What follows belongs to an exercise in optimizing a design on an open flow for small area and a short achievable clock period; a production flow would make more cautious choices.
Only simulation tests tie the RTL to the original design; equivalence was not proved.
No activity file was given, so power comes from the tool's default toggle rates.

==> flow/design.v <==
module branch_predictor #(
    parameter int ENTRIES = 16,
    parameter int TAG_W   = 10
) (
    input  logic        clk,
    input  logic        rst_n,
    input  logic        f_valid,
    input  logic [63:0] f_pc,
    output logic        pred_taken,
    output logic [63:0] pred_target,
    input  logic        u_valid,
    input  logic        u_is_branch,
    input  logic [63:0] u_pc,
    input  logic        u_taken,
    input  logic [63:0] u_target,
    input  logic        u_pred_taken,
    input  logic [63:0] u_pred_target,
    output logic        mispredict,
    output logic [63:0] redirect_pc,
    output logic [31:0] branch_count,
    output logic [31:0] mispredict_count
);
    localparam int IDX_W = $clog2(ENTRIES);
    logic             tbl_valid  [ENTRIES];
    logic [TAG_W-1:0] tbl_tag    [ENTRIES];
    logic [63:0]      tbl_target [ENTRIES];
    logic [1:0]       tbl_ctr    [ENTRIES];
    logic [IDX_W-1:0] f_idx;
    logic [TAG_W-1:0] f_tag;
    logic [IDX_W-1:0] u_idx;
    logic [TAG_W-1:0] u_tag;
    logic             u_hit;
    logic             upd_en;
    logic             mis_cond;
    assign f_idx = f_pc[IDX_W+1:2];
    assign f_tag = f_pc[IDX_W+2 +: TAG_W];
    assign u_idx = u_pc[IDX_W+1:2];
    assign u_tag = u_pc[IDX_W+2 +: TAG_W];
    logic [ENTRIES*TAG_W-1:0] tag_flat;
    logic [ENTRIES*64-1:0]    tgt_flat;
    logic [ENTRIES-1:0]       taken_bit;
    for (genvar g = 0; g < ENTRIES; g++) begin : g_flat
        assign tag_flat[g*TAG_W +: TAG_W] = tbl_tag[g];
        assign tgt_flat[g*64 +: 64]       = tbl_target[g];
        assign taken_bit[g]               = tbl_valid[g] && tbl_ctr[g][1];
    end
    branch_predictor_lookup #(.ENTRIES(ENTRIES), .TAG_W(TAG_W)) u_lookup (
        .f_valid    (f_valid),
        .f_pc       (f_pc),
        .tag_flat   (tag_flat),
        .tgt_flat   (tgt_flat),
        .taken_bit  (taken_bit),
        .pred_taken (pred_taken),
        .pred_target(pred_target)
    );
    always_comb begin
        upd_en   = u_valid && u_is_branch;
        u_hit    = tbl_valid[u_idx] && (tbl_tag[u_idx] == u_tag);
        mis_cond = upd_en && ((u_taken != u_pred_taken) ||
                              (u_taken && (u_target != u_pred_target)));
    end
    always_ff @(posedge clk or negedge rst_n) begin
        if (!rst_n) begin
            for (int i = 0; i < ENTRIES; i++) begin
                tbl_valid[i] <= 1'b0;
                tbl_ctr[i]   <= 2'b01;
            end
        end else if (upd_en) begin
            if (u_hit) begin
                if (u_taken && tbl_ctr[u_idx] != 2'b11)
                    tbl_ctr[u_idx] <= tbl_ctr[u_idx] + 2'd1;
                else if (!u_taken && tbl_ctr[u_idx] != 2'b00)
                    tbl_ctr[u_idx] <= tbl_ctr[u_idx] - 2'd1;
            end else if (u_taken) begin
                tbl_valid[u_idx] <= 1'b1;
                tbl_ctr[u_idx]   <= 2'b10;
            end
        end
    end
    always_ff @(posedge clk) begin
        if (upd_en && u_taken) begin
            tbl_tag[u_idx]    <= u_tag;
            tbl_target[u_idx] <= u_target;
        end
    end
    logic [32:0] bc_inc, mc_inc;
    assign bc_inc = {1'b0, branch_count} + 33'd1;
    assign mc_inc = {1'b0, mispredict_count} + 33'd1;
    always_ff @(posedge clk or negedge rst_n) begin
        if (!rst_n) begin
            mispredict       <= 1'b0;
            redirect_pc      <= 64'd0;
            branch_count     <= 32'd0;
            mispredict_count <= 32'd0;
        end else begin
            mispredict <= mis_cond;
            if (upd_en) begin
                redirect_pc <= u_taken ? u_target : u_pc + 64'd4;
                if (!bc_inc[32])
                    branch_count <= bc_inc[31:0];
            end
            if (mis_cond && !mc_inc[32])
                mispredict_count <= mc_inc[31:0];
        end
    end
endmodule
module branch_predictor_lookup #(
    parameter int ENTRIES = 16,
    parameter int TAG_W   = 10
) (
    input  logic                     f_valid,
    input  logic [63:0]              f_pc,
    input  logic [ENTRIES*TAG_W-1:0] tag_flat,
    input  logic [ENTRIES*64-1:0]    tgt_flat,
    input  logic [ENTRIES-1:0]       taken_bit,
    output logic                     pred_taken,
    output logic [63:0]              pred_target
);
    localparam int IDX_W = $clog2(ENTRIES);
    logic [IDX_W-1:0]   f_idx;
    logic [TAG_W-1:0]   f_tag;
    logic [ENTRIES-1:0] f_dec;
    logic [ENTRIES-1:0] f_match;
    logic [63:0]        f_tgt;
    logic [63:0]        f_inc;
    assign f_idx = f_pc[IDX_W+1:2];
    assign f_tag = f_pc[IDX_W+2 +: TAG_W];
    for (genvar g = 0; g < ENTRIES; g++) begin : g_fsel
        assign f_dec[g]   = (f_idx == g);
        assign f_match[g] = taken_bit[g] && (tag_flat[g*TAG_W +: TAG_W] == f_tag);
    end
    always_comb begin
        f_tgt = '0;
        for (int i = 0; i < ENTRIES; i++)
            f_tgt = f_tgt | ({64{f_dec[i]}} & tgt_flat[i*64 +: 64]);
        f_inc       = {f_pc[63:2] + 62'd1, f_pc[1:0]};
        pred_taken  = f_valid && |(f_dec & f_match);
        pred_target = pred_taken ? f_tgt : f_inc;
    end
endmodule
==> flow/config.mk <==
export PLATFORM = sky130hd
export DESIGN_NAME = branch_predictor
export DESIGN_NICKNAME = branch_predictor
export VERILOG_FILES = /design/flow/design.v
export SDC_FILE = /design/flow/constraint.sdc
export NUM_CORES = 4
export LEC_CHECK = 0
export CAP_MARGIN = 20
export CORE_MARGIN = 2
export CORE_UTILIZATION = 50
export CTS_BUF_LIST = sky130_fd_sc_hd__clkbuf_8 sky130_fd_sc_hd__clkbuf_16
export CTS_CLUSTER_DIAMETER = 60
export CTS_CLUSTER_SIZE = 30
export SETUP_SLACK_MARGIN = 1.7
export SLEW_MARGIN = 20
export SYNTH_HIERARCHICAL = 1
==> flow/constraint.sdc <==
create_clock -name core_clock -period 6.5 [get_ports {clk}]
set_input_delay 1.3000 -clock core_clock [delete_from_list [all_inputs] [get_ports {clk}]]
set_output_delay 1.3000 -clock core_clock [all_outputs]
set_load 0.01 [all_outputs]
standard.sh (not shown) runs the stock make flow with config.mk's settings and CLKGATE_MAP_FILE= SYNTH_SCRIPT=/design/flow/synth_recipe.tcl, a recipe that flattens the netlist after the stock synthesis.
==> flow/flow/run.sh <==
#!/bin/bash
# Standard ORFS layout with smaller port buffers (buf_1) and a clock tree without dummy loads.
export BUFFER_PORTS_ARGS="-buffer_cell sky130_fd_sc_hd__buf_1"
export CTS_ARGS="-sink_clustering_enable -repair_clock_nets -dont_use_dummy_load -sink_clustering_size 30 -sink_clustering_max_diameter 60 -buf_list {sky130_fd_sc_hd__clkbuf_8 sky130_fd_sc_hd__clkbuf_16}"
bash standard.sh > standard.log 2>&1
The starting point finished clean.
Edit:
==> flow/flow/run.sh (replaced) <==
#!/bin/bash
# Standard ORFS layout with smaller port buffers (buf_1) and a clock tree without dummy loads.
export BUFFER_PORTS_ARGS="-buffer_cell sky130_fd_sc_hd__buf_1"
export CTS_ARGS="-sink_clustering_enable -repair_clock_nets -dont_use_dummy_load -sink_clustering_size 35 -sink_clustering_max_diameter 60 -buf_list {sky130_fd_sc_hd__clkbuf_8 sky130_fd_sc_hd__clkbuf_16}"
bash standard.sh > standard.log 2>&1
- CORE_UTILIZATION: 50 -> 60
- CTS_CLUSTER_SIZE: 30 -> 35
- TNS_END_PERCENT: not set -> 35
The new run produced a clean layout.
Routed wire length goes down by 6.2%.
Power falls by 3.6%.
Critical path depth decreases by 1.
First-iteration DRC count came out higher by 4.3%.
Cell area decreases by 3.0%.
Maximum frequency increases by 1.5%.
Edit:
==> flow/flow/run.sh (replaced) <==
#!/bin/bash
# Standard ORFS layout; port buffers use buf_2 instead of the default delay-cell buffer.
export BUFFER_PORTS_ARGS="-buffer_cell sky130_fd_sc_hd__buf_2"
bash standard.sh > standard.log 2>&1
- CORE_UTILIZATION: 60 -> 40
- CTS_CLUSTER_SIZE: 35 -> 30
- SETUP_SLACK_MARGIN: 1.7 -> 2.5
- TNS_END_PERCENT: 35 -> not set
Worst hold slack loses 0.0073 ns.
Setup slack degrades by 0.11 ns.
Clock skew goes down by 0.058 ns.
Clock power is higher by 34%.
Via count stays flat.
Final area increases by 5.3%.
Register-to-register slack improves by 0.52 ns.
Wire length increases by 10%.
Power climbs by 11%.
Combinational power rises by about 5%.
Cell count came out higher by 13%.
Edit:
==> flow/flow/run.sh (replaced) <==
#!/bin/bash
# Standard ORFS layout with smaller port buffers (buf_1) and a clock tree without dummy loads.
export BUFFER_PORTS_ARGS="-buffer_cell sky130_fd_sc_hd__buf_1"
export CTS_ARGS="-sink_clustering_enable -repair_clock_nets -dont_use_dummy_load -sink_clustering_size 30 -sink_clustering_max_diameter 60 -buf_list {sky130_fd_sc_hd__clkbuf_8 sky130_fd_sc_hd__clkbuf_16}"
bash standard.sh MATCH_CELL_FOOTPRINT=0 RECOVER_POWER=50 finish > standard.log 2>&1
- CORE_UTILIZATION: 40 -> 60
- SETUP_SLACK_MARGIN: 2.5 -> 1.7
- TNS_END_PERCENT: not set -> 35
Effect: Now the flow completed and failed the layout checks on max-capacitance violations, max-slew violations. Area after synthesis is unchanged. Routed wire length goes down by roughly a tenth. Total power came out lower by roughly a tenth. Maximum frequency drops by a few percent. Sequential power hardly moves. Count of clock-buffer cells in the layout fell by 15.
Edit:
--- a/flow/flow/run.sh
+++ b/flow/flow/run.sh
@@ -5 +5 @@
-bash standard.sh MATCH_CELL_FOOTPRINT=0 RECOVER_POWER=50 finish > standard.log 2>&1
+bash standard.sh > standard.log 2>&1
- GPL_ROUTABILITY_DRIVEN: not set -> 0
What happened:
- The changed run finished with timing, DRC and antenna clean
- sequential share of layout area decreases by 1.2 points
- cell count increases slightly
- clock skew decreases by 0.040 ns
- die area does not change
- clock-buffer cell count increases by 5
- total power increases slightly
- area after synthesis does not change
- design area increases slightly
Edit:
--- a/flow/flow/run.sh
+++ b/flow/flow/run.sh
@@ -5 +5 @@
-bash standard.sh > standard.log 2>&1
+bash standard.sh MATCH_CELL_FOOTPRINT=0 finish > standard.log 2>&1
- GPL_ROUTABILITY_DRIVEN: 0 -> not set
Effect:
- The changed run passed the timing, design-rule and antenna checks
- maximum frequency increases by 0.89%
- via count decreases by 1.2%
- die area stays the same
- global-route usage goes down by 0.17 points
- critical path depth drops by 2
- cell area goes down by 1.5%
- clock-buffer cell count decreases by 5

==> port drivers added, routing unchanged <==
How much do the figures lean on ideal ports? The routed layouts below were timed once more, with nothing changed but the port constraints. Step 1: set_driving_cell puts a clkbuf_16 on clk and a buf_2 on each other input, an assumption about the parent block. Step 2 moves the port delays by t, midway between the first and last clock arrival at a register: inputs arrive t later, outputs are due t later. That takes back most of the time a late clock gives input paths. Slacks: no drivers / after step 1 / after step 2; pairs: no drivers / after step 1.
| run | t, ns | setup WS [ns] | hold WS [ns] | worst setup path at the end | worst data-port slew with drivers (ns) |
|---|---|---|---|---|---|
| the first run | 0.760 | 1.500 / 1.442 / 1.173 | 0.479 / 0.479 / 0.479 | input to register | 0.13 |
| the second run | 0.744 | 1.572 / 1.501 / 0.878 | 0.487 / 0.487 / 0.487 | input to register | 0.12 |
| the third run | 0.825 | 1.460 / 1.349 / 1.349 | 0.480 / 0.480 / 0.480 | input to output | 0.18 |
| the fourth run | 0.739 | 1.270 / 1.314 / 0.575 | 0.486 / 0.486 / 0.486 | input to register | 0.12 |
| the fifth run | 0.739 | 1.462 / 1.436 / 1.055 | 0.485 / 0.485 / 0.485 | input to register | 0.13 |
| the sixth run | 0.739 | 1.506 / 1.443 / 0.977 | 0.487 / 0.487 / 0.487 | input to register | 0.12 |
For the fourth run, which loses most, drivers alone change the setup slack by +0.044 ns; drivers and shift together by -0.695 ns.
